From an optimization exercise on the open Yosys and OpenROAD flow, aimed at small area, a short achievable clock period and few clock cycles; shortcuts taken in it are not production practice. The RTL was checked by simulation tests, not by an equivalence proof against the original design.

==> flow/design.v (outline; a module is shown in full before it is edited, if it fits) <==
// module pei_ctrl: 110 lines
// module pei_mac: 628 lines
// module particle_euler_integrator: 219 lines
module particle_euler_integrator (
	input  wire logic                clk,
	input  wire logic                arst_n,
	input  wire logic                cfg_we,
	input  wire logic [CFGA_W-1:0]   cfg_addr,    
	input  wire logic [CFG_W-1:0]    cfg_wdata,
	input  wire logic                s_tvalid,
	output logic                     s_tready,
	input  wire logic [S_DATA_W-1:0] s_tdata,     
	input  wire logic [USER_W-1:0]   s_tuser,     
	output logic                     m_tvalid,
	input  wire logic                m_tready,
	output logic [M_DATA_W-1:0]      m_tdata,     
	output logic [USER_W-1:0]        m_tuser      
);
  // ...
==> flow/run.sh <==
#!/bin/bash
# synth_recipe.tcl (not shown) runs the flow's synth.tcl, then flattens the netlist and writes it again
# the make line also repeats each setting of config.mk as NAME=value (left out here)
make -C /OpenROAD-flow-scripts/flow DESIGN_CONFIG=/design/flow/config.mk WORK_HOME=/design/flow/orfs CLKGATE_MAP_FILE= SYNTH_SCRIPT=/design/flow/synth_recipe.tcl finish
==> flow/config.mk <==
export PLATFORM = sky130hd
export DESIGN_NAME = particle_euler_integrator
export DESIGN_NICKNAME = particle_euler_integrator
export VERILOG_FILES = /design/flow/design.v
export SDC_FILE = /design/flow/constraint.sdc
export NUM_CORES = 4
export LEC_CHECK = 0
export CAP_MARGIN = 20
export CORE_MARGIN = 2
export CORE_UTILIZATION = 35
export PLACE_DENSITY = 0.45
export SETUP_SLACK_MARGIN = 2.5
export SLEW_MARGIN = 20
export TNS_END_PERCENT = 0
==> flow/constraint.sdc <==
create_clock -name core_clock -period 10.0 [get_ports {clk}]
set_input_delay 2.0000 -clock core_clock [delete_from_list [all_inputs] [get_ports {clk}]]
set_output_delay 2.0000 -clock core_clock [all_outputs]
set_load 0.01 [all_outputs]
==> reports/metrics.csv, run 1 <==
metric,value,unit
complex-gate fraction of the synthesized area,25.0,%
min Tclk post-route,7.52,ns
Post-synth EDFFs,96,
Root Buffer Master,clkbuf_16,
GPL Wtd Cong,0.973,
"area leader, netlist",fa_1,
pre-CTS setup slack,1.23,ns
Mapped Cells,8777,
Buf/Inv on CP,5,
WP depth,23,
r2r endpoint,mul_q[0][29]$_DFFE_PP_,
Worst path slowest cell,dfrtp_4,
worst path arrival time,7.93,ns
TritonRoute pass-1 iters,6,
pin count of the biggest net entering global routing,123,
H-tree levels,3,
Rel. slew slack,21.2,%
Synth Register Bits,558,
Max Freq,0.133,GHz
hold wc startpoint,life_cfg_q[0]$_DFFE_PN0P_,
ratio of cells with drive above 1 in the final layout,13.8,%
"Reg clk slew, reported paths",0.06,ns
mux share of post-synthesis cell area,1.67,%
CP required,10.41,ns
die area,224000,um2
Mean Syn Cell Area,8.77,um2
PortBufs,332,
#MultiIn Comb,6459,
Crit Path Max Fanout,16,
endpoints failing setup,0,
# resized after CTS,107,
dpl cells,11600,
status,no timing/DRC/antenna violations,
Core Region,219000,um2
Setup Buffers After CTS,149,
CP peak stage delay,0.63,ns
Testbench counts, summed over its fixed seeds: cycles 6,297.
==> inputs of run 2 (changes only) <==
--- a/flow/config.mk
+++ b/flow/config.mk
@@ -9,6 +9,6 @@
 export CORE_MARGIN = 2
 export CORE_UTILIZATION = 35
 export PLACE_DENSITY = 0.45
-export SETUP_SLACK_MARGIN = 2.5
+export SETUP_SLACK_MARGIN = 3.5
 export SLEW_MARGIN = 20
 export TNS_END_PERCENT = 0
==> reports/metrics.csv, run 2 <==
metric,value,unit,change
met3 Usage GRT,11.6,%,was 12.8%
Yosys cell types,118,,unchanged
Final Hold Fails,0,,unchanged
async set-or-reset flop fraction in the synthesized netlist,76.5,%,unchanged
initial antenna violation count,57,,was 38
RSZ-0062 raised after global routing,yes,,unchanged
Synth Register Bits,558,,unchanged
routing usage on met1,51.3,%,was 50.3%
Rel. slew slack,13.1,%,was 21.2%
ratio of cells with drive above 1 in the final layout,15.5,%,was 13.8%
drt total wl,411,mm,about the same
# IOs,333,,unchanged
Worst Skew,0.0654,ns,was 0.0404 ns
fill count,21600,,was 21800
first-pass GRT wire length,577,mm,was 571 mm
via count,75700,,was 75300
ys flop type,dfrtp_1,,unchanged
Core Region,219000,um2,unchanged
Post-synth top cells,"a22oi_1 (996), inv_1 (972), fa_1 (789)",,unchanged
register area share after synthesis,18.5,%,unchanged
GRT Residual Overflow,0,,unchanged
cell with the most instances after synthesis,a22oi_1,,unchanged
Final #Nets,10400,,was 10300
hold depth,2,,unchanged
CTS sink count,558,,unchanged
Max-Cap Viols,0,,unchanged
all-layer global routing usage,35.8,%,was 35.3%
"Reg clk slew, reported paths",0.06,ns,about the same
critical path endpoint category,register,,unchanged
Finished Layout Cells,12100,,was 12000
Multi-input gate area,58900,um2,was 57600 um2
PortBufs,332,,unchanged
status,no timing/DRC/antenna violations,,unchanged
worst setup path category,register to register,,unchanged
worst hold slack,0.482,ns,was 0.479 ns
Least-Margin Pin Slew,1.29,ns,was 1.18 ns
ranking of synthesized cells by area,"fa_1 (21%), dfrtp_1 (14%), a22oi_1 (9.7%), xnor2_1 (6.2%), xor2_1 (5.6%)",,unchanged
H-tree levels,3,,unchanged
hpwl dp,289,mm,was 296 mm
routing usage on met2,49.9,%,was 49.4%
initial DRC count,10900,,was 10100
DRC,0,,unchanged
dpl cells,11500,,was 11600
endpoints failing setup,0,,unchanged
post-synth top area share,20.5,%,unchanged
"area leader, netlist",fa_1,,unchanged
gr busiest metal,met1,,unchanged
die area,224000,um2,unchanged
antenna-violating nets left,0,,unchanged
Syn Nets,10000,,unchanged
CTS tree,done,,unchanged
CP required,10.40,ns,was 10.41 ns
CTS max path bufs,3,,unchanged
worst path arrival time,7.75,ns,was 7.93 ns
Crit Path Max Fanout,20,,was 16
Max Freq,0.136,GHz,was 0.133 GHz
yosys warns,28,,unchanged
setup tns final,0,ns,unchanged
Syn-to-layout area delta,21.9,%,was 19.7%
Hold WC Path Type,register to register,,unchanged
Placed Instance Area,84200,um2,was 84600 um2
chip height,473,um,unchanged
Mapped Cells,8777,,unchanged
Post-synth EDFFs,96,,unchanged
GPL Wtd Cong,0.988,,was 0.973
Syn Std Cell Area,77000,um2,unchanged
most frequent cells in the layout,"inv_1 (968), a22oi_1 (954), fa_1 (763)",,"was a22oi_1 (974), inv_1 (969), fa_1 (784)"
pin count of the biggest net entering global routing,141,,was 123
Mean Syn Cell Area,8.77,um2,unchanged
cell row count,172,,unchanged
initial core utilization,35.1,%,unchanged
Root Buffer Master,clkbuf_16,,unchanged
CP Launch Type,register,,unchanged
DR vias/cell,6.27,,about the same
Reg2Reg Depth,19,,was 23
TritonRoute pass-1 iters,7,,was 6
max-slew violations,0,,unchanged
fin crit share,73.6,%,was 75.2%
DR WL/cell,34.1,um,was 34.2 um
"Clk Latency, worst-skew pair",0.72,ns,was 0.71 ns
"commonest non-fill, non-tap cell in the layout",inv_1,,was a22oi_1
Die X,473,um,unchanged
vias in the first global route,74300,,was 74200
Num CTS Buffers,71,,was 68
min Tclk post-route,7.36,ns,was 7.52 ns
Sequential cell area,14400,um2,about the same
design area,93900,um2,was 92200 um2
-- run 2: cell counts after synthesis --
Identical to the previous run, type by type.
-- run 2: per-layer routing --
layer	share of wire, %	routed length, um
met1	43	175000
met2	40	166000
met3	13	52900
met4	4.1	17100
met5	0.097	397
-- run 2: critical path, cell delays in order, from the launching register on --
cell and delay (ns):
dfrtp_4 0.65, buf_8 0.25, buf_16 0.18, a221oi_1 0.76
fa_1 0.54, inv_1 0.09, fa_1 0.44, fa_1 0.47
ha_1 0.44, a21oi_1 0.30, o21ai_1 0.16, nor2b_1 0.16
a2111o_1 0.41, a21o_1 0.19, or4_4 0.43, o211ai_4 0.29
a211oi_2 0.13, and2_4 0.23, o21ai_0 0.60, a21oi_1 0.30
-- run 2: timing repair --
action	CTS	global route
cloned	21	5
pin swaps	91	98
hold buffers	0	0
endpoints found under the setup margin	369	344
hold endpoints to repair	0	0
resized for setup	366	179
buffers inserted	303	61
-- run 2: final cells by class --
| type | instances | area share, % |
|---|---|---|
| Multi-Input combinational cell | 6466 | 62.7 |
| Sequential cell | 558 | 15.3 |
| Timing Repair Buffer | 1033 | 11.6 |
| Inverter | 980 | 3.95 |
| Tap cell | 2871 | 3.83 |
| Clock buffer | 106 | 2.15 |
| Clock inverter | 26 | 0.325 |
| Antenna cell | 25 | 0.0666 |
-- run 2: path summary, 6_finish.rpt --
path / from / to / slack (ns)
setup / recovery: u_ctrl.ph_q[4]$_DFF_PN0_ / mul_q[2][0]$_DFFE_PP_ / 2.64
hold / removal: life_cfg_q[29]$_DFFE_PN0P_ / life_q[29]$_DFFE_PN0P_ / 0.48
setup reg to reg: u_ctrl.ph_q[4]$_DFF_PN0_ / mul_q[2][0]$_DFFE_PP_ / 2.64
hold reg to reg: life_cfg_q[29]$_DFFE_PN0P_ / life_q[29]$_DFFE_PN0P_ / 0.48
max in group asynchronous: arst_n / u_ctrl.ph_q[1]$_DFF_PN0_ / 6.49
min in group asynchronous: arst_n / frc_q[0][25]$_DFF_PN0_ / 1.30
-- run 2: logic make-up (layout without fill, tap and decap cells) --
| family | Yosys count | after routing | share of synthesized area, % |
|---|---|---|---|
| fa+ha+maj | 1133 | 1133 | 26.1 |
| xor+xnor | 1041 | 1041 | 11.9 |
| flops | 558 | 558 | 18.5 |
| simple gates | 1349 | 1350 | 8.09 |
| compound gates | 2817 | 2819 | 25.0 |
| mux | 117 | 123 | 1.67 |
| other cells | 0 | 25 | 0 |
| buf+inv | 1762 | 2145 | 8.70 |
-- run 2: stage by stage --
stage	utilization, %	setup slack (ns)
finish	42.8	2.64
global placement	38.4	1.26
floorplan	-	3.40
detailed placement	38.4	1.24
CTS	42.1	2.84
global route	42.8	2.54
==> inputs of run 3 (changes only) <==
--- a/flow/config.mk
+++ b/flow/config.mk
@@ -6,9 +6,10 @@
 export NUM_CORES = 4
 export LEC_CHECK = 0
 export CAP_MARGIN = 20
+export CELL_PAD_IN_SITES_DETAIL_PLACEMENT = 1
 export CORE_MARGIN = 2
-export CORE_UTILIZATION = 35
-export PLACE_DENSITY = 0.45
-export SETUP_SLACK_MARGIN = 3.5
+export CORE_UTILIZATION = 40
+export PLACE_DENSITY = 0.55
+export SETUP_SLACK_MARGIN = 2.5
 export SLEW_MARGIN = 20
 export TNS_END_PERCENT = 0
==> reports/metrics.csv, run 3 <==
metric,value,unit,change
status,no timing/DRC/antenna violations,,unchanged
Die X,443,um,was 473 um
most frequent cells in the layout,"a22oi_1 (980), inv_1 (971), fa_1 (786)",,"was inv_1 (968), a22oi_1 (954), fa_1 (763)"
critical path endpoint category,register,,unchanged
pin count of the biggest net entering global routing,170,,was 141
Least-Margin Pin Slew,1.15,ns,was 1.29 ns
GPL Wtd Cong,0.983,,was 0.988
Final #Nets,10200,,was 10400
register area share after synthesis,18.5,%,unchanged
initial DRC count,9616,,was 10900
ratio of cells with drive above 1 in the final layout,11.3,%,was 15.5%
hold wc startpoint,life_cfg_q[0]$_DFFE_PN0P_,,was life_cfg_q[29]$_DFFE_PN0P_
cell with the most instances after synthesis,a22oi_1,,unchanged
Final Hold Fails,0,,unchanged
complex-gate fraction of the synthesized area,25.0,%,unchanged
post-synth top area share,20.5,%,unchanged
CTS sink count,558,,unchanged
H-tree levels,3,,unchanged
post-synthesis simple-gate area fraction,8.09,%,unchanged
Core Region,192000,um2,was 219000 um2
CTS tree,done,,unchanged
Syn Nets,10000,,unchanged
hold depth,2,,unchanged
first-pass GRT wire length,543,mm,was 577 mm
Synth Area in XOR/XNOR,11.9,%,unchanged
WP depth,24,,was 19
min Tclk post-route,7.77,ns,was 7.36 ns
final core utilization,46.6,%,was 42.8%
DRC,0,,unchanged
Buf/Inv on CP,7,,was 3
Sequential cell area,14400,um2,about the same
chip height,443,um,was 473 um
Placed Instance Area,82700,um2,was 84200 um2
via count,75900,,was 75700
Max-Cap Viols,0,,unchanged
Mean Syn Cell Area,8.77,um2,unchanged
PortBufs,332,,unchanged
"commonest non-fill, non-tap cell in the layout",a22oi_1,,was inv_1
drt total wl,384,mm,was 411 mm
mux share of post-synthesis cell area,1.67,%,unchanged
setup tns final,0,ns,unchanged
cell row count,161,,was 172
dpl cells,11100,,was 11500
Post-synth top cells,"a22oi_1 (996), inv_1 (972), fa_1 (789)",,unchanged
crit-path cells,"buf_4, buf_4, buf_12, xnor2_1, ha_1, inv_1, fa_1, inv_1, fa_1, inv_1, fa_1, inv_1, fa_1, ha_1, a21oi_1, o21ai_0, a221o_1, a31oi_1, o21ai_0, xor2_1, nand2_1, a21oi_1, a2111oi_0, o22ai_1",,"was buf_8, buf_16, a221oi_1, fa_1, inv_1, fa_1, fa_1, ha_1, a21oi_1, o21ai_1, nor2b_1, a2111o_1, a21o_1, or4_4, o211ai_4, a211oi_2, and2_4, o21ai_0, a21oi_1"
"Clk Latency, worst-skew pair",0.75,ns,was 0.72 ns
endpoints failing setup,0,,unchanged
DR vias/cell,6.61,,was 6.27
fin crit share,77.7,%,was 73.6%
ranking of synthesized cells by area,"fa_1 (21%), dfrtp_1 (14%), a22oi_1 (9.7%), xnor2_1 (6.2%), xor2_1 (5.6%)",,unchanged
Syn Std Cell Area,77000,um2,unchanged
"Reg clk slew, reported paths",0.06,ns,about the same
worst setup path category,register to register,,unchanged
# IOs,333,,unchanged
Root Buffer Master,clkbuf_16,,unchanged
Post-synth EDFFs,96,,unchanged
Worst Skew,0.0640,ns,was 0.0654 ns
CP peak stage delay,0.93,ns,was 0.76 ns
initial core utilization,40.1,%,was 35.1%
crit path from,enc_q[18]$_DFF_P_,,was u_ctrl.ph_q[4]$_DFF_PN0_
Num CTS Buffers,69,,was 71
ys flop type,dfrtp_1,,unchanged
pre-CTS setup slack,1.08,ns,was 1.24 ns
Finished Layout Cells,11500,,was 12100
Synth Register Bits,558,,unchanged
vias in the first global route,78600,,was 74300
RSZ-0062 raised after global routing,yes,,unchanged
die area,196000,um2,was 224000 um2
async set-or-reset flop fraction in the synthesized netlist,76.5,%,unchanged
initial antenna violation count,20,,was 57
CTS Hold Bufs,0,,unchanged
Syn-to-layout area delta,16.3,%,was 21.9%
final worst setup slack,2.23,ns,was 2.64 ns
Yosys cell types,118,,unchanged
CTS max path bufs,3,,unchanged
"CP delay by family, top",adder cells,,was compound AO/OA/AOI/OAI gates
Reg2Reg Depth,24,,was 19
CP Launch Type,register,,unchanged
Rel. slew slack,22.6,%,was 13.1%
all-layer global routing usage,37.1,%,was 35.8%
hpwl dp,268,mm,was 289 mm
Hold WC Path Type,register to register,,unchanged
antenna-violating nets left,0,,unchanged
worst path arrival time,8.32,ns,was 7.75 ns
GRT Residual Overflow,0,,unchanged
r2r startpoint,enc_q[18]$_DFF_P_,,was u_ctrl.ph_q[4]$_DFF_PN0_
yosys warns,28,,unchanged
Max Freq,0.129,GHz,was 0.136 GHz
max-slew violations,0,,unchanged
"area leader, netlist",fa_1,,unchanged
design area,89500,um2,was 93900 um2
largest family of logic cells by synthesized area,adder cells,,unchanged
TritonRoute pass-1 iters,8,,was 7
Crit Path Max Fanout,16,,was 20
CP required,10.55,ns,was 10.40 ns
Multi-input gate area,57200,um2,was 58900 um2
Mapped Cells,8777,,unchanged
Worst path slowest cell,xor2_1,,was a221oi_1
Adder-Cell Fraction of Synth Area,26.1,%,unchanged
DR WL/cell,33.4,um,was 34.1 um
worst hold slack,0.496,ns,was 0.482 ns
fill count,21800,,was 21600
run 3: cell counts after synthesis:
No cell type changed its count.
run 3: tightest hold or removal path: stages (launching register included):
cell and delay [ns]:
dfrtp_1 0.34, nand2_1 0.06, o221ai_1 0.06
run 3: cell families (layout without fill, tap and decap cells):
| group | after synthesis | count (layout) |
|---|---|---|
| other | 0 | 8 |
| multiplexers | 117 | 118 |
| XOR/XNOR | 1041 | 1041 |
| AO/OA/AOI/OAI | 2817 | 2818 |
| flip-flops | 558 | 558 |
| adder cells (fa/ha/maj) | 1133 | 1133 |
| AND/OR/NAND/NOR | 1349 | 1352 |
| buffers and inverters | 1762 | 1924 |
run 3: cell type report:
cell class / count / share of cell area [%]
clock buffers: 89 / 2.14
well taps: 2526 / 3.53
diodes: 8 / 0.0224
flip-flops and latches: 558 / 16.1
inverters: 980 / 4.13
repair buffers: 816 / 9.64
multi-input cells: 6462 / 63.9
clock inverters: 39 / 0.600
run 3: what timing repair did:
item | in CTS | in global routing
setup endpoints to repair | 296 | 289
pin swaps | 3 | 45
resized for setup | 99 | 227
hold endpoints to repair | 0 | 0
cloned | 0 | 10
buffers inserted | 116 | 137
run 3: final timing paths:
| kind | end | slack (ns) |
|---|---|---|
| min | life_q[0]$_DFFE_PN0P_ | 0.50 |
| min reg2reg | life_q[0]$_DFFE_PN0P_ | 0.50 |
| max in group asynchronous | vel_q[0][3]$_DFF_PN0_ | 7.07 |
| min in group asynchronous | vel_q[1][5]$_DFF_PN0_ | 1.25 |
| max | mul_q[0][28]$_DFFE_PP_ | 2.23 |
| max reg2reg | mul_q[0][28]$_DFFE_PP_ | 2.23 |
run 3: layer usage:
| layer | wire length (um) | track usage (%) | up-vias | part of all wire, % |
|---|---|---|---|---|
| met5 | 76 | 0 | - | 0.020 |
| met4 | 26800 | 21.5 | 12 | 7.0 |
| met3 | 46600 | 10.7 | 1326 | 12 |
| met2 | 167000 | 56.8 | 5083 | 44 |
| li1 | - | - | 30700 | - |
| met1 | 143000 | 46.7 | 38800 | 37 |
==> inputs of run 4 (changes only) <==
--- a/flow/config.mk
+++ b/flow/config.mk
@@ -6,10 +6,9 @@
 export NUM_CORES = 4
 export LEC_CHECK = 0
 export CAP_MARGIN = 20
-export CELL_PAD_IN_SITES_DETAIL_PLACEMENT = 1
 export CORE_MARGIN = 2
 export CORE_UTILIZATION = 40
 export PLACE_DENSITY = 0.55
-export SETUP_SLACK_MARGIN = 2.5
+export SETUP_SLACK_MARGIN = 3.0
 export SLEW_MARGIN = 20
 export TNS_END_PERCENT = 0
==> reports/metrics.csv, run 4 <==
metric,value,unit,change
status,no timing/DRC/antenna violations,,unchanged
setup tns final,0,ns,unchanged
"Reg clk slew, reported paths",0.06,ns,about the same
post-synth top area share,20.5,%,unchanged
first-pass GRT wire length,541,mm,was 543 mm
Multi-input gate area,58000,um2,was 57200 um2
initial core utilization,40.1,%,unchanged
critical path endpoint category,register,,unchanged
CP Launch Type,register,,unchanged
Mapped Cells,8777,,unchanged
Sequential cell area,14400,um2,unchanged
Worst path slowest cell,fa_1,,was xor2_1
Synth Register Bits,558,,unchanged
worst hold slack,0.488,ns,was 0.496 ns
"CP delay by family, top",compound AO/OA/AOI/OAI gates,,was adder cells
yosys warns,28,,unchanged
Num CTS Buffers,67,,was 69
r2r startpoint,u_ctrl.ph_q[4]$_DFF_PN0_,,was enc_q[18]$_DFF_P_
hold depth,2,,unchanged
DRC,0,,unchanged
Post-synth top cells,"a22oi_1 (996), inv_1 (972), fa_1 (789)",,unchanged
pin count of the biggest net entering global routing,125,,was 170
Post-synth EDFFs,96,,unchanged
CTS sink count,558,,unchanged
Root Buffer Master,clkbuf_16,,unchanged
routing usage on met2,54.8,%,was 56.8%
most frequent cells in the layout,"inv_1 (971), a22oi_1 (965), fa_1 (771)",,"was a22oi_1 (980), inv_1 (971), fa_1 (786)"
worst setup path category,register to register,,unchanged
Syn Std Cell Area,77000,um2,unchanged
fill count,18400,,was 21800
register area share after synthesis,18.5,%,unchanged
r2r endpoint,mul_q[2][20]$_DFFE_PP_,,was mul_q[0][28]$_DFFE_PP_
max-slew violations,0,,unchanged
DR WL/cell,32.4,um,was 33.4 um
Buf/Inv on CP,4,,was 7
"commonest non-fill, non-tap cell in the layout",inv_1,,was a22oi_1
worst path arrival time,7.76,ns,was 8.32 ns
Final Hold Fails,0,,unchanged
cell with the most instances after synthesis,a22oi_1,,unchanged
die area,196000,um2,unchanged
fin crit share,73.3,%,was 77.7%
CP required,10.43,ns,was 10.55 ns
Mean Syn Cell Area,8.77,um2,unchanged
Setup crit end,mul_q[2][20]$_DFFE_PP_,,was mul_q[0][28]$_DFFE_PP_
most frequent CP cell,fa_1,,
Syn Nets,10000,,unchanged
GPL Wtd Cong,0.980,,was 0.983
Core Region,192000,um2,unchanged
Max Freq,0.136,GHz,was 0.129 GHz
Crit Path Max Fanout,65,,was 16
async set-or-reset flop fraction in the synthesized netlist,76.5,%,unchanged
drt total wl,376,mm,was 384 mm
ys flop type,dfrtp_1,,unchanged
PortBufs,332,,unchanged
crit-path cells,"buf_12, a22oi_1, o21ai_0, fa_1, inv_1, fa_1, fa_1, inv_1, fa_1, ha_2, a21o_1, o21bai_1, a2111o_1, a21o_1, or4_1, o211ai_4, o211ai_1, a21o_4, buf_4, a21oi_2, o21ai_1, a21o_1",,"was buf_4, buf_4, buf_12, xnor2_1, ha_1, inv_1, fa_1, inv_1, fa_1, inv_1, fa_1, inv_1, fa_1, ha_1, a21oi_1, o21ai_0, a221o_1, a31oi_1, o21ai_0, xor2_1, nand2_1, a21oi_1, a2111oi_0, o22ai_1"
via count,75200,,was 75900
# IOs,333,,unchanged
antenna-violating nets left,0,,unchanged
Worst Skew,0.0685,ns,was 0.0640 ns
Reg2Reg Depth,22,,was 24
RSZ-0062 raised after global routing,yes,,unchanged
initial DRC count,10600,,was 9616
min Tclk post-route,7.33,ns,was 7.77 ns
Die X,443,um,unchanged
Syn-to-layout area delta,18.8,%,was 16.3%
chip height,443,um,unchanged
DR vias/cell,6.48,,was 6.61
routing usage on met1,50.3,%,was 46.7%
ranking of synthesized cells by area,"fa_1 (21%), dfrtp_1 (14%), a22oi_1 (9.7%), xnor2_1 (6.2%), xor2_1 (5.6%)",,unchanged
"area leader, netlist",fa_1,,unchanged
"Clk Latency, worst-skew pair",0.74,ns,was 0.75 ns
ratio of cells with drive above 1 in the final layout,13.4,%,was 11.3%
TritonRoute pass-1 iters,7,,was 8
CTS tree,done,,unchanged
H-tree levels,3,,unchanged
Rel. slew slack,19.1,%,was 22.6%
initial antenna violation count,15,,was 20
CTS max path bufs,3,,unchanged
Yosys cell types,118,,unchanged
hpwl dp,264,mm,was 268 mm
crit path from,u_ctrl.ph_q[4]$_DFF_PN0_,,was enc_q[18]$_DFF_P_
gr busiest metal,met2,,unchanged
cell row count,161,,unchanged
Final #Nets,10300,,was 10200
vias in the first global route,74800,,was 78600
met3 Usage GRT,11.7,%,was 10.7%
Hold WC Path Type,register to register,,unchanged
Reg2Reg Setup Slack,2.67,ns,was 2.23 ns
WP depth,22,,was 24
Least-Margin Pin Slew,1.20,ns,was 1.15 ns
endpoints failing setup,0,,unchanged
GRT Residual Overflow,0,,unchanged
CP peak stage delay,0.52,ns,was 0.93 ns
Max-Cap Viols,0,,unchanged
all-layer global routing usage,37.4,%,was 37.1%
## run 4: cell type report
class	count	share of cell area, %
Antenna cell	7	0.0191
Inverter	980	4.04
Clock buffer	89	2.03
Sequential cell	558	15.7
Timing Repair Buffer	942	10.8
Tap cell	2526	3.45
Clock inverter	35	0.495
Multi-Input combinational cell	6461	63.4
## run 4: what timing repair did
| action | 4_1_cts | 5_1_grt |
|---|---|---|
| endpoints found under the hold margin | 0 | 0 |
| endpoints found under the setup margin | 338 | 285 |
| pin swaps | 34 | 72 |
| cloned | 6 | 4 |
| buffers inserted | 286 | 43 |
| hold buffers | 0 | 0 |
| resized for setup | 282 | 158 |
## run 4: cell families after synthesis
family	count (synthesis)	synth area share (%)
fa+ha+maj	1133	26.1
flops	558	18.5
xor+xnor	1041	11.9
buf+inv	1762	8.70
compound gates	2817	25.0
simple gates	1349	8.09
mux	117	1.67
## run 4: worst min-delay path by stage
stage | from | end | slack (ns)
after detailed placement | life_cfg_q[0]$_DFFE_PN0P_ | life_q[0]$_DFFE_PN0P_ | 0.48
final | life_cfg_q[0]$_DFFE_PN0P_ | life_q[0]$_DFFE_PN0P_ | 0.49
after global routing | life_cfg_q[7]$_DFFE_PN0P_ | life_q[7]$_DFFE_PN0P_ | 0.51
after global placement | life_cfg_q[29]$_DFFE_PN0P_ | life_q[29]$_DFFE_PN0P_ | 0.47
after CTS | life_cfg_q[0]$_DFFE_PN0P_ | life_q[0]$_DFFE_PN0P_ | 0.49
after floorplan | life_cfg_q[29]$_DFFE_PN0P_ | life_q[29]$_DFFE_PN0P_ | 0.44
## run 4: stage by stage
stage	worst slack (ns)	cells	area, um2	util (%)
floorplan	2.99	8777	77100	-
global placement	0.846	11100	83100	43.3
detailed placement	0.747	11100	83100	43.3
CTS	2.80	11500	90100	47.0
global route	2.53	11600	91500	47.6
finish	2.67	11600	91500	47.7
## run 4: per-layer routing
metal  share of wire, %  vias to the layer above
li1                   -                    31000
met1                 39                    37800
met2                 42                     5327
met3                 13                     1053
met4                5.5                       14
met5              0.047                        -
## run 4: worst reg2reg max path: stages (launching register included)
cell,delay [ns]
dfrtp_4,0.51
buf_12,0.20
a22oi_1,0.65
o21ai_0,0.30
fa_1,0.45
inv_1,0.09
fa_1,0.41
fa_1,0.52
inv_1,0.05
fa_1,0.51
ha_2,0.32
a21o_1,0.21
o21bai_1,0.19
a2111o_1,0.45
a21o_1,0.19
or4_1,0.46
o211ai_4,0.31
o211ai_1,0.20
a21o_4,0.29
buf_4,0.16
a21oi_2,0.19
o21ai_1,0.16
a21o_1,0.23
==> inputs of run 5 (changes only) <==
--- a/flow/config.mk
+++ b/flow/config.mk
@@ -7,8 +7,8 @@
 export LEC_CHECK = 0
 export CAP_MARGIN = 20
 export CORE_MARGIN = 2
-export CORE_UTILIZATION = 40
-export PLACE_DENSITY = 0.55
+export CORE_UTILIZATION = 38
+export PLACE_DENSITY = 0.5
 export SETUP_SLACK_MARGIN = 3.0
 export SLEW_MARGIN = 20
 export TNS_END_PERCENT = 0
==> reports/metrics.csv, run 5 <==
metric,value,unit,change
via count,75600,,was 75200
Synth Register Bits,558,,unchanged
CTS Hold Bufs,0,,unchanged
dpl cells,11300,,was 11100
fill count,19700,,was 18400
Final #Nets,10300,,about the same
yosys warns,28,,unchanged
final worst setup slack,2.67,ns,about the same
CTS sink count,558,,unchanged
Mapped Cells,8777,,unchanged
hpwl dp,276,mm,was 264 mm
ratio of cells with drive above 1 in the final layout,13.6,%,was 13.4%
initial core utilization,38.1,%,was 40.1%
Placed Instance Area,83300,um2,was 83100 um2
final core utilization,45.8,%,was 47.7%
cell row count,165,,was 161
setup tns final,0,ns,unchanged
TritonRoute pass-1 iters,8,,was 7
DR vias/cell,6.43,,was 6.48
pre-CTS setup slack,1.28,ns,was 0.747 ns
Sequential cell area,14400,um2,about the same
WP depth,23,,was 22
CTS max path bufs,3,,unchanged
# IOs,333,,unchanged
critical path endpoint category,register,,unchanged
ys flop type,dfrtp_1,,unchanged
"area leader, netlist",fa_1,,unchanged
endpoints failing setup,0,,unchanged
CP Launch Type,register,,unchanged
design area,92500,um2,was 91500 um2
Worst path slowest cell,dfrtp_4,,was fa_1
most frequent CP cell,fa_1,,unchanged
ranking of synthesized cells by area,"fa_1 (21%), dfrtp_1 (14%), a22oi_1 (9.7%), xnor2_1 (6.2%), xor2_1 (5.6%)",,unchanged
Worst Skew,0.0599,ns,was 0.0685 ns
Root Buffer Master,clkbuf_16,,unchanged
Crit Path Max Fanout,10,,was 65
"commonest non-fill, non-tap cell in the layout",inv_1,,unchanged
Syn Nets,10000,,unchanged
Syn Std Cell Area,77000,um2,unchanged
drt total wl,400,mm,was 376 mm
CP required,10.57,ns,was 10.43 ns
CTS tree,done,,unchanged
first-pass GRT wire length,566,mm,was 541 mm
antenna-violating nets left,0,,unchanged
GPL Wtd Cong,0.979,,was 0.980
crit path from,u_ctrl.ph_q[4]$_DFF_PN0_,,unchanged
hold wc startpoint,life_cfg_q[29]$_DFFE_PN0P_,,was life_cfg_q[0]$_DFFE_PN0P_
Syn-to-layout area delta,20.0,%,was 18.8%
Finished Layout Cells,11800,,was 11600
Num CTS Buffers,69,,was 67
status,no timing/DRC/antenna violations,,unchanged
worst path arrival time,7.90,ns,was 7.76 ns
Buf/Inv on CP,4,,unchanged
Reg2Reg Depth,23,,was 22
"Clk Latency, worst-skew pair",0.74,ns,about the same
PortBufs,332,,unchanged
hold depth,2,,unchanged
Least-Margin Pin Slew,1.22,ns,was 1.20 ns
Rel. slew slack,18.1,%,was 19.1%
async set-or-reset flop fraction in the synthesized netlist,76.5,%,unchanged
max-slew violations,0,,unchanged
worst setup path category,register to register,,unchanged
Hold WC Path Type,register to register,,unchanged
Max Freq,0.136,GHz,about the same
min Tclk post-route,7.33,ns,about the same
"Reg clk slew, reported paths",0.06,ns,about the same
DR WL/cell,34.0,um,was 32.4 um
die area,206000,um2,was 196000 um2
most frequent cells in the layout,"inv_1 (970), a22oi_1 (968), fa_1 (769)",,"was inv_1 (971), a22oi_1 (965), fa_1 (771)"
Max-Cap Viols,0,,unchanged
Reg2Reg Setup Slack,2.67,ns,about the same
CP peak stage delay,0.63,ns,was 0.52 ns
H-tree levels,3,,unchanged
chip height,454,um,was 443 um
crit-path cells,"nor2_2, nand2_2, nand2_4, clkinvlp_4, buf_4, fa_1, inv_1, fa_1, inv_1, fa_1, ha_1, o21ai_0, or2_1, nor3_1, a221oi_1, o211ai_1, nand3_1, and2_1, o21ai_0, xor2_1, nand4_1, nor4b_1, a22oi_1",,"was buf_12, a22oi_1, o21ai_0, fa_1, inv_1, fa_1, fa_1, inv_1, fa_1, ha_2, a21o_1, o21bai_1, a2111o_1, a21o_1, or4_1, o211ai_4, o211ai_1, a21o_4, buf_4, a21oi_2, o21ai_1, a21o_1"
vias in the first global route,75100,,was 74800
cell with the most instances after synthesis,a22oi_1,,unchanged
"CP delay by family, top",simple AND/OR/NAND/NOR gates,,was compound AO/OA/AOI/OAI gates
initial antenna violation count,34,,was 15
Multi-input gate area,58100,um2,was 58000 um2
worst hold slack,0.481,ns,was 0.488 ns
GRT Residual Overflow,0,,unchanged
Mean Syn Cell Area,8.77,um2,unchanged
Die X,454,um,was 443 um
RSZ-0062 raised after global routing,yes,,unchanged
register area share after synthesis,18.5,%,unchanged
pin count of the biggest net entering global routing,122,,was 125
initial DRC count,10000,,was 10600
r2r startpoint,u_ctrl.ph_q[4]$_DFF_PN0_,,unchanged
DRC,0,,unchanged
Final Hold Fails,0,,unchanged
fin crit share,73.3,%,about the same
all-layer global routing usage,38.0,%,was 37.4%
post-synth top area share,20.5,%,unchanged
Post-synth top cells,"a22oi_1 (996), inv_1 (972), fa_1 (789)",,unchanged
Core Region,202000,um2,was 192000 um2
Post-synth EDFFs,96,,unchanged
Yosys cell types,118,,unchanged
[run 5: timing repair]
item,in CTS,in global routing
cloned,14,4
setup endpoints to repair,324,294
pin swaps,80,89
resized for setup,358,133
buffers inserted,270,60
[run 5: worst min-delay path, cell delays in order, from the launching register on]
cell	delay, ns
dfrtp_1	0.34
nand2_1	0.05
nand3_1	0.06
[run 5: path summary, 6_finish.rpt]
| path | end |
|---|---|
| worst max-delay path | hi_ovf_q[1]$_DFF_P_ |
| worst min-delay path | life_q[29]$_DFFE_PN0P_ |
| worst max register to register | hi_ovf_q[1]$_DFF_P_ |
| worst min register to register | life_q[29]$_DFFE_PN0P_ |
| max in group asynchronous | pos_q[2][6]$_DFFE_PN0P_ |
| min in group asynchronous | life_q[14]$_DFFE_PN0P_ |
[run 5: cell type report]
class	instances	area share, %
repair buffers	947	11.4
diodes	24	0.0650
well taps	2672	3.62
flip-flops and latches	558	15.6
multi-input cells	6460	62.9
clock buffers	96	2.07
inverters	980	4.00
clock inverters	32	0.461
[run 5: kinds of logic (layout without fill, tap and decap cells)]
kind of cell,count (synthesis),after routing,synth area share [%]
buffers and inverters,1762,2055,8.70
DFF,558,558,18.5
other,0,24,0
xor gates and xnor gates,1041,1041,11.9
and+or+nand+nor,1349,1349,8.09
muxes,117,119,1.67
adders and majority gates,1133,1133,26.1
AOI/OAI and AO/OA,2817,2818,25.0
[run 5: metal layers]
metal	GRT usage [%]	wire (um)	vias to the layer above	share of wire, %
li1	-	-	31000	-
met1	49.9	155000	38300	39
met2	56.5	172000	5193	43
met3	11.7	50200	1056	13
met4	18.4	22600	24	5.7
met5	0.350	239	-	0.060
==> module particle_euler_integrator, before the edit <==
module particle_euler_integrator (
	input  wire logic                clk,
	input  wire logic                arst_n,
	input  wire logic                cfg_we,
	input  wire logic [CFGA_W-1:0]   cfg_addr,    
	input  wire logic [CFG_W-1:0]    cfg_wdata,
	input  wire logic                s_tvalid,
	output logic                     s_tready,
	input  wire logic [S_DATA_W-1:0] s_tdata,     
	input  wire logic [USER_W-1:0]   s_tuser,     
	output logic                     m_tvalid,
	input  wire logic                m_tready,
	output logic [M_DATA_W-1:0]      m_tdata,     
	output logic [USER_W-1:0]        m_tuser      
);
	function automatic logic signed [31:0] sat_add32(input logic signed [31:0] a,
		input logic signed [31:0] b);
		logic signed [32:0] s;
		s = {a[31], a} + {b[31], b};
		if (s[32] != s[31])
			sat_add32 = s[32] ? 32'sh80000000 : 32'sh7fffffff;
		else
			sat_add32 = s[31:0];
	endfunction
	function automatic logic [26:0] booth_enc(input logic [16:0] b);
		logic [19:0] bx;
		logic [8:0]  one, two, neg;
		bx = {2'b00, b, 1'b0};
		for (int j = 0; j < 9; j++) begin
			one[j] = bx[2*j] ^ bx[2*j+1];
			two[j] = (bx[2*j+2] & ~bx[2*j+1] & ~bx[2*j]) | (~bx[2*j+2] & bx[2*j+1] & bx[2*j]);
			neg[j] = bx[2*j+2];
		end
		booth_enc = {neg, two, one};
	endfunction
	logic              accept, step_go, fdirty, busy, adv;
	logic [NUM_PH-1:0] ph, ph_nx;
	logic [15:0] dt_q, dt_nx;
	logic [16:0] damp_q, damp_nx;
	logic [31:0] imass_q, imass_nx;
	logic [30:0] life_cfg_q;
	logic [16:0] b_nx;
	logic [26:0] enc_q;
	logic signed [31:0] pos_q [NUM_AX];
	logic signed [31:0] vel_q [NUM_AX];
	logic signed [31:0] frc_q [NUM_AX];
	logic signed [31:0] mul_q [NUM_AX];    
	logic               hi_top_q [NUM_AX];  
	logic               hi_ovf_q [NUM_AX];  
	logic               hi_neg_q [NUM_AX];
	logic signed [31:0] pos_nx [NUM_AX];
	logic signed [31:0] vel_nx [NUM_AX];
	logic signed [31:0] frc_nx [NUM_AX];
	logic signed [31:0] vec   [NUM_AX];
	logic signed [31:0] y     [NUM_AX];    
	logic        [31:0] hi    [NUM_AX];    
	logic signed [31:0] life_q;
	logic               alive_q;
	logic signed [32:0] life_diff;
	logic signed [31:0] life_nx;
	logic op_force, op_lpos, op_lvel, take_y, fdirty_nx;
	pei_ctrl u_ctrl (
		.clk      (clk),
		.arst_n   (arst_n),
		.s_tvalid (s_tvalid),
		.s_tready (s_tready),
		.s_op     (s_tuser),
		.m_tready (m_tready),
		.m_tvalid (m_tvalid),
		.alive    (alive_q),
		.accept   (accept),
		.step_go  (step_go),
		.fdirty   (fdirty),
		.ph       (ph),
		.ph_nx    (ph_nx),
		.busy     (busy),
		.adv      (adv)
	);
	assign op_force = accept && (s_tuser == OP_ADD_FORCE);
	assign op_lpos  = accept && (s_tuser == OP_LOAD_POS);
	assign op_lvel  = accept && (s_tuser == OP_LOAD_VEL);
	assign vec[0] = s_tdata[31:0];
	assign vec[1] = s_tdata[63:32];
	assign vec[2] = s_tdata[95:64];
	always_comb begin
		dt_nx    = dt_q;
		damp_nx  = damp_q;
		imass_nx = imass_q;
		if (cfg_we) begin
			case (cfg_addr)
				CFG_TIME_STEP: dt_nx    = cfg_wdata[15:0];
				CFG_DAMPING:   damp_nx  = cfg_wdata[16:0];
				CFG_INV_MASS:  imass_nx = cfg_wdata;
				default: ;
			endcase
		end
	end
	always_ff @(posedge clk or negedge arst_n) begin
		if (!arst_n) begin
			dt_q       <= RST_TIME_STEP;
			damp_q     <= RST_DAMPING;
			imass_q    <= RST_INV_MASS;
			life_cfg_q <= RST_LIFETIME;
		end else begin
			dt_q    <= dt_nx;
			damp_q  <= damp_nx;
			imass_q <= imass_nx;
			if (cfg_we && (cfg_addr == CFG_LIFETIME))
				life_cfg_q <= cfg_wdata[30:0];
		end
	end
	always_comb begin
		b_nx = '0;
		if (ph_nx[PH_HI])    b_nx = b_nx | {1'b0, imass_nx[31:16]};
		if (ph_nx[PH_LO])    b_nx = b_nx | {1'b0, imass_nx[15:0]};
		if (ph_nx[PH_KICK])  b_nx = b_nx | {1'b0, dt_nx};
		if (ph_nx[PH_DAMP])  b_nx = b_nx | damp_nx;
		if (ph_nx[PH_DRIFT]) b_nx = b_nx | {1'b0, dt_nx};
	end
	always_ff @(posedge clk)
		enc_q <= booth_enc(b_nx);
	for (genvar i = 0; i < NUM_AX; i++) begin : g_lane
		logic [15:0]      rnd;
		logic [32:0]      hcl;
		logic [MAC_W-1:0] z, s;
		assign rnd = mul_q[i][31] ? 16'h7fff : 16'h8000;
		assign hcl = hi_ovf_q[i] ? {hi_neg_q[i], {32{!hi_neg_q[i]}}} : {hi_top_q[i], frc_q[i]};
		always_comb begin
			z = '0;
			if (ph[PH_DAMP])
				z = z | {34'd0, rnd};
			if (ph[PH_LO])
				z = z | {hcl[32], hcl, rnd};
			if (ph[PH_KICK])
				z = z | {{2{vel_q[i][31]}}, vel_q[i], rnd};
			if (ph[PH_DRIFT])
				z = z | {{2{pos_q[i][31]}}, pos_q[i], rnd};
		end
		pei_mac u_mac (
			.a   (mul_q[i]),
			.one (enc_q[8:0]),
			.two (enc_q[17:9]),
			.neg (enc_q[26:18]),
			.z   (z),
			.s   (s)
		);
		assign y[i] = ((s[49:47] != 3'b000) && (s[49:47] != 3'b111))
			? (s[49] ? 32'sh80000000 : 32'sh7fffffff) : s[47:16];
		assign hi[i] = s[31:0];
		always_ff @(posedge clk) begin
			hi_top_q[i] <= s[32];
			hi_ovf_q[i] <= (s[49:32] != 18'd0) && (s[49:32] != {18{1'b1}});
			hi_neg_q[i] <= s[49];
		end
	end
	assign life_diff = {life_q[31], life_q} - $signed({17'd0, dt_q});
	assign life_nx   = (life_diff[32] != life_diff[31]) ? 32'sh80000000 : life_diff[31:0];
	assign take_y = (step_go && ph[PH_DAMP]) || (adv && (ph[PH_LO] || ph[PH_KICK] || ph[PH_DAMP]));
	always_comb begin
		fdirty_nx = fdirty;
		if (op_force)
			fdirty_nx = 1'b1;
		if (step_go || op_lpos)
			fdirty_nx = 1'b0;
		for (int i = 0; i < NUM_AX; i++) begin
			frc_nx[i] = frc_q[i];
			if (op_force)
				frc_nx[i] = sat_add32(frc_q[i], vec[i]);
			else if (op_lpos || (busy && ph[PH_LO]))
				frc_nx[i] = '0;
			else if (step_go && ph[PH_HI])
				frc_nx[i] = hi[i];    
			vel_nx[i] = vel_q[i];
			if (op_lvel)
				vel_nx[i] = vec[i];
			else if ((step_go && ph[PH_DAMP]) || (adv && (ph[PH_KICK] || ph[PH_DAMP])))
				vel_nx[i] = y[i];
			pos_nx[i] = pos_q[i];
			if (op_lpos)
				pos_nx[i] = vec[i];
			else if (adv && ph[PH_DRIFT])
				pos_nx[i] = y[i];
		end
	end
	always_ff @(posedge clk or negedge arst_n) begin
		if (!arst_n) begin
			for (int i = 0; i < NUM_AX; i++) begin
				pos_q[i] <= '0;
				vel_q[i] <= '0;
				frc_q[i] <= '0;
			end
			life_q  <= '0;
			alive_q <= 1'b0;
		end else begin
			for (int i = 0; i < NUM_AX; i++) begin
				frc_q[i] <= frc_nx[i];
				vel_q[i] <= vel_nx[i];
				pos_q[i] <= pos_nx[i];
			end
			if (op_lpos) begin
				life_q  <= {1'b0, life_cfg_q};
				alive_q <= 1'b1;
			end else if (adv && ph[PH_DRIFT]) begin
				life_q  <= life_nx;
				alive_q <= (life_nx > 0);
			end
		end
	end
	always_ff @(posedge clk) begin
		for (int i = 0; i < NUM_AX; i++) begin
			if (take_y)
				mul_q[i] <= y[i];
			else if (!(busy && !(adv && ph[PH_DRIFT])) && !step_go)
				mul_q[i] <= fdirty_nx ? frc_nx[i] : vel_nx[i];
		end
	end
	assign m_tdata = {vel_q[2], vel_q[1], vel_q[0], pos_q[2], pos_q[1], pos_q[0]};
	assign m_tuser = {(pos_q[1][31] || (pos_q[1] == 0)), alive_q};
endmodule
==> inputs of run 6 (changes only) <==
--- a/flow/design.v
+++ b/flow/design.v
@@ -822,9 +822,7 @@
 	logic signed [31:0] vel_q [NUM_AX];
 	logic signed [31:0] frc_q [NUM_AX];
 	logic signed [31:0] mul_q [NUM_AX];    
-	logic               hi_top_q [NUM_AX];  
-	logic               hi_ovf_q [NUM_AX];  
-	logic               hi_neg_q [NUM_AX];
+	logic        [17:0] hi_top_q [NUM_AX];  
 	logic signed [31:0] pos_nx [NUM_AX];
 	logic signed [31:0] vel_nx [NUM_AX];
 	logic signed [31:0] frc_nx [NUM_AX];
@@ -901,7 +899,8 @@
 		logic [32:0]      hcl;
 		logic [MAC_W-1:0] z, s;
 		assign rnd = mul_q[i][31] ? 16'h7fff : 16'h8000;
-		assign hcl = hi_ovf_q[i] ? {hi_neg_q[i], {32{!hi_neg_q[i]}}} : {hi_top_q[i], frc_q[i]};
+		assign hcl = ((hi_top_q[i] != 18'd0) && (hi_top_q[i] != {18{1'b1}}))
+			? {hi_top_q[i][17], {32{!hi_top_q[i][17]}}} : {hi_top_q[i][0], frc_q[i]};
 		always_comb begin
 			z = '0;
 			if (ph[PH_DAMP])
@@ -924,11 +923,8 @@
 		assign y[i] = ((s[49:47] != 3'b000) && (s[49:47] != 3'b111))
 			? (s[49] ? 32'sh80000000 : 32'sh7fffffff) : s[47:16];
 		assign hi[i] = s[31:0];
-		always_ff @(posedge clk) begin
-			hi_top_q[i] <= s[32];
-			hi_ovf_q[i] <= (s[49:32] != 18'd0) && (s[49:32] != {18{1'b1}});
-			hi_neg_q[i] <= s[49];
-		end
+		always_ff @(posedge clk)
+			hi_top_q[i] <= s[49:32];
 	end
 	assign life_diff = {life_q[31], life_q} - $signed({17'd0, dt_q});
 	assign life_nx   = (life_diff[32] != life_diff[31]) ? 32'sh80000000 : life_diff[31:0];
==> reports/metrics.csv, run 6 <==
metric,value,unit,change
"Clk Latency, worst-skew pair",0.71,ns,was 0.74 ns
Reg2Reg Depth,22,,was 23
RSZ-0062 raised after global routing,yes,,unchanged
initial DRC count,9988,,was 10000
CP Launch Type,register,,unchanged
Syn Nets,9972,,was 10000
Adder-Cell Fraction of Synth Area,25.8,%,was 26.1%
worst hold slack,0.476,ns,was 0.481 ns
"commonest non-fill, non-tap cell in the layout",a22oi_1,,was inv_1
min Tclk post-route,7.86,ns,was 7.33 ns
all-layer global routing usage,35.6,%,was 38.0%
via count,73900,,was 75600
first-pass GRT wire length,544,mm,was 566 mm
worst path arrival time,8.31,ns,was 7.90 ns
DR WL/cell,33.0,um,was 34.0 um
CTS Hold Bufs,0,,unchanged
crit path from,hi_top_q[2][2]$_DFF_P_,,was u_ctrl.ph_q[4]$_DFF_PN0_
chip height,457,um,was 454 um
die area,209000,um2,was 206000 um2
ranking of synthesized cells by area,"fa_1 (20%), dfrtp_1 (13%), a22oi_1 (9.4%), xnor2_1 (5.9%), xor2_1 (5.7%)",,"was fa_1 (21%), dfrtp_1 (14%), a22oi_1 (9.7%), xnor2_1 (6.2%), xor2_1 (5.6%)"
initial core utilization,38.2,%,was 38.1%
CTS max path bufs,3,,unchanged
post-synthesis simple-gate area fraction,7.92,%,was 8.09%
# IOs,333,,unchanged
Final Hold Fails,0,,unchanged
yosys warns,24,,was 28
"Reg clk slew, reported paths",0.07,ns,was 0.06 ns
Max Freq,0.127,GHz,was 0.136 GHz
ratio of cells with drive above 1 in the final layout,11.7,%,was 13.6%
Post-synth EDFFs,96,,unchanged
r2r startpoint,hi_top_q[2][2]$_DFF_P_,,was u_ctrl.ph_q[4]$_DFF_PN0_
complex-gate fraction of the synthesized area,25.8,%,was 25.0%
H-tree levels,3,,unchanged
Crit Path Max Fanout,6,,was 10
design area,90100,um2,was 92500 um2
setup tns final,0,ns,unchanged
antenna-violating nets left,0,,unchanged
DR vias/cell,6.42,,was 6.43
Reg2Reg Setup Slack,2.14,ns,was 2.67 ns
PortBufs,332,,unchanged
"area leader, netlist",fa_1,,unchanged
r2r endpoint,mul_q[2][25]$_DFFE_PP_,,was hi_ovf_q[1]$_DFF_P_
endpoints failing setup,0,,unchanged
most frequent cells in the layout,"a22oi_1 (978), inv_1 (838), fa_1 (788)",,"was inv_1 (970), a22oi_1 (968), fa_1 (769)"
CTS tree,done,,unchanged
largest family of logic cells by synthesized area,adder cells,,unchanged
Max-Cap Viols,0,,unchanged
max-slew violations,0,,unchanged
CP required,10.44,ns,was 10.57 ns
async set-or-reset flop fraction in the synthesized netlist,70.8,%,was 76.5%
Core Region,205000,um2,was 202000 um2
worst setup path category,register to register,,unchanged
pre-CTS setup slack,0.855,ns,was 1.28 ns
cell row count,166,,was 165
Mean Syn Cell Area,8.98,um2,was 8.77 um2
Setup crit end,mul_q[2][25]$_DFFE_PP_,,was hi_ovf_q[1]$_DFF_P_
DRC,0,,unchanged
GPL Wtd Cong,0.981,,was 0.979
Num CTS Buffers,73,,was 69
Post-synth top cells,"a22oi_1 (978), inv_1 (843), fa_1 (796)",,"was a22oi_1 (996), inv_1 (972), fa_1 (789)"
critical path endpoint category,register,,unchanged
initial antenna violation count,50,,was 34
GRT Residual Overflow,0,,unchanged
hpwl dp,283,mm,was 276 mm
Worst Skew,0.0439,ns,was 0.0599 ns
Die X,457,um,was 454 um
cell with the most instances after synthesis,a22oi_1,,unchanged
fin crit share,78.6,%,was 73.3%
TritonRoute pass-1 iters,7,,was 8
Yosys cell types,109,,was 118
Root Buffer Master,clkbuf_16,,unchanged
pin count of the biggest net entering global routing,131,,was 122
Synth Register Bits,603,,was 558
Syn Std Cell Area,78100,um2,was 77000 um2
Hold WC Path Type,register to register,,unchanged
Placed Instance Area,84600,um2,was 83300 um2
final worst setup slack,2.14,ns,was 2.67 ns
Least-Margin Pin Slew,1.26,ns,was 1.22 ns
Synth Area in XOR/XNOR,11.6,%,was 11.9%
Rel. slew slack,15.1,%,was 18.1%
CTS sink count,603,,was 558
drt total wl,380,mm,was 400 mm
register area share after synthesis,19.4,%,was 18.5%
mux share of post-synthesis cell area,1.48,%,was 1.67%
vias in the first global route,72000,,was 75100
post-synth top area share,20.4,%,was 20.5%
status,no timing/DRC/antenna violations,,unchanged
ys flop type,dfrtp_1,,unchanged
Mapped Cells,8700,,was 8777
Final #Nets,10000,,was 10300
Syn-to-layout area delta,15.3,%,was 20.0%
==> run 6: how the worst min path moves through the flow <==
stage	cells after the start	to	slack, ns	from
6_report	2	life_q[6]$_DFFE_PN0P_	0.48	life_q[6]$_DFFE_PN0P_
3_5_place_dp	2	life_q[6]$_DFFE_PN0P_	0.47	life_q[6]$_DFFE_PN0P_
3_3_place_gp	2	damp_q[6]$_DFF_PN0_	0.46	damp_q[6]$_DFF_PN0_
5_1_grt	2	life_q[6]$_DFFE_PN0P_	0.50	life_q[6]$_DFFE_PN0P_
2_1_floorplan	2	life_q[2]$_DFFE_PN0P_	0.44	life_q[2]$_DFFE_PN0P_
4_1_cts	2	life_q[6]$_DFFE_PN0P_	0.48	life_q[6]$_DFFE_PN0P_
==> run 6: repair_timing <==
action                                  4_1_cts  5_1_grt
endpoints found under the setup margin      387      369
cloned                                        5        1
endpoints found under the hold margin         0        0
pin swaps                                   122       63
gates resized for setup                     286       57
setup buffers                                98       21
==> run 6: metrics by stage <==
stage                     utilization (%)  cells
after floorplan                         -   8700
after CTS                            43.7  11500
after global routing                 44.0  11500
final                                44.0  11500
after global placement               41.3  11200
after detailed placement             41.3  11200
==> run 6: layer usage <==
metal  vias up  part of all wire [%]  global-route usage [%]
met2      4778                    39                    47.2
li1      30800                     -                       -
met5         -                 0.081                       0
met1     37700                    44                    52.7
met3       609                    14                    13.1
met4        46                   3.1                    10.7
==> run 6: kinds of logic (layout without fill, tap and decap cells) <==
family          count (synthesis)  in the layout
buf+inv                      1630           1738
flops                         603            603
xor+xnor                     1034           1034
other cells                     0             16
simple gates                 1308           1308
compound gates               2881           2881
mux                           109            109
fa+ha+maj                    1135           1135
==> run 6: cell type report <==
cell class                      instances  area, um2
Fill cell                           19900     114000
Multi-Input combinational cell       6467      58500
Sequential cell                       603      15300
Timing Repair Buffer                  754       7320
Tap cell                             2688       3360
Inverter                              851       3210
Clock buffer                          103       2050
Clock inverter                         30        375
Antenna cell                           16       40.0
==> run 6: worst max-delay path, stage by stage, from the launching register on <==
cell	delay [ns]
dfxtp_2	0.34
nor4_2	0.27
nand4_1	0.18
nor3_2	0.23
a31oi_4	0.07
buf_12	0.17
or2_2	0.28
a222oi_1	1.00
fa_1	0.62
fa_2	0.57
inv_1	0.05
fa_2	0.52
fa_2	0.48
ha_4	0.26
a21oi_2	0.18
o21ai_1	0.14
a21o_1	0.19
a21oi_2	0.18
o21ai_4	0.15
buf_4	0.18
xnor2_1	0.82
o2111ai_1	0.33
o221a_2	0.41
Testbench counts of run 6, summed over its fixed seeds: cycles 6,297.

-- what the ideal ports hide --
The flow's constraints put no driver on any port. The routed layouts listed below were extracted and timed again, unchanged, in two steps. Step 1 (the two cells are an assumption about what drives the block):
set clk [get_ports {clk}]
set_driving_cell -lib_cell sky130_fd_sc_hd__clkbuf_16 $clk
set_driving_cell -lib_cell sky130_fd_sc_hd__buf_2 [delete_from_list [all_inputs] $clk]
Step 2 also shifts input and output timing later by t, the mid clock arrival at the registers, as if the neighbouring blocks saw the same clock. a / b / c = ideal ports / drivers / drivers and shift; a / b = the first two.
| run | t, ns | slack for setup (ns) | worst setup path at the end |
|---|---|---|---|
| run 1 | 0.784 | 2.476 / 2.476 / 2.455 | input to register |
| run 2 | 0.774 | 2.642 / 2.642 / 2.489 | input to register |
| run 3 | 0.817 | 2.234 / 2.234 / 1.882 | input to register |
| run 4 | 0.794 | 2.669 / 2.669 / 2.363 | input to register |
| run 5 | 0.796 | 2.669 / 2.669 / 2.087 | input to register |
| run 6 | 0.778 | 2.136 / 2.136 / 2.136 | register to register |
After both steps every run listed still meets setup and hold. For run 5, which loses most, drivers alone change the setup slack by 0.000 ns; drivers and shift together by -0.582 ns.
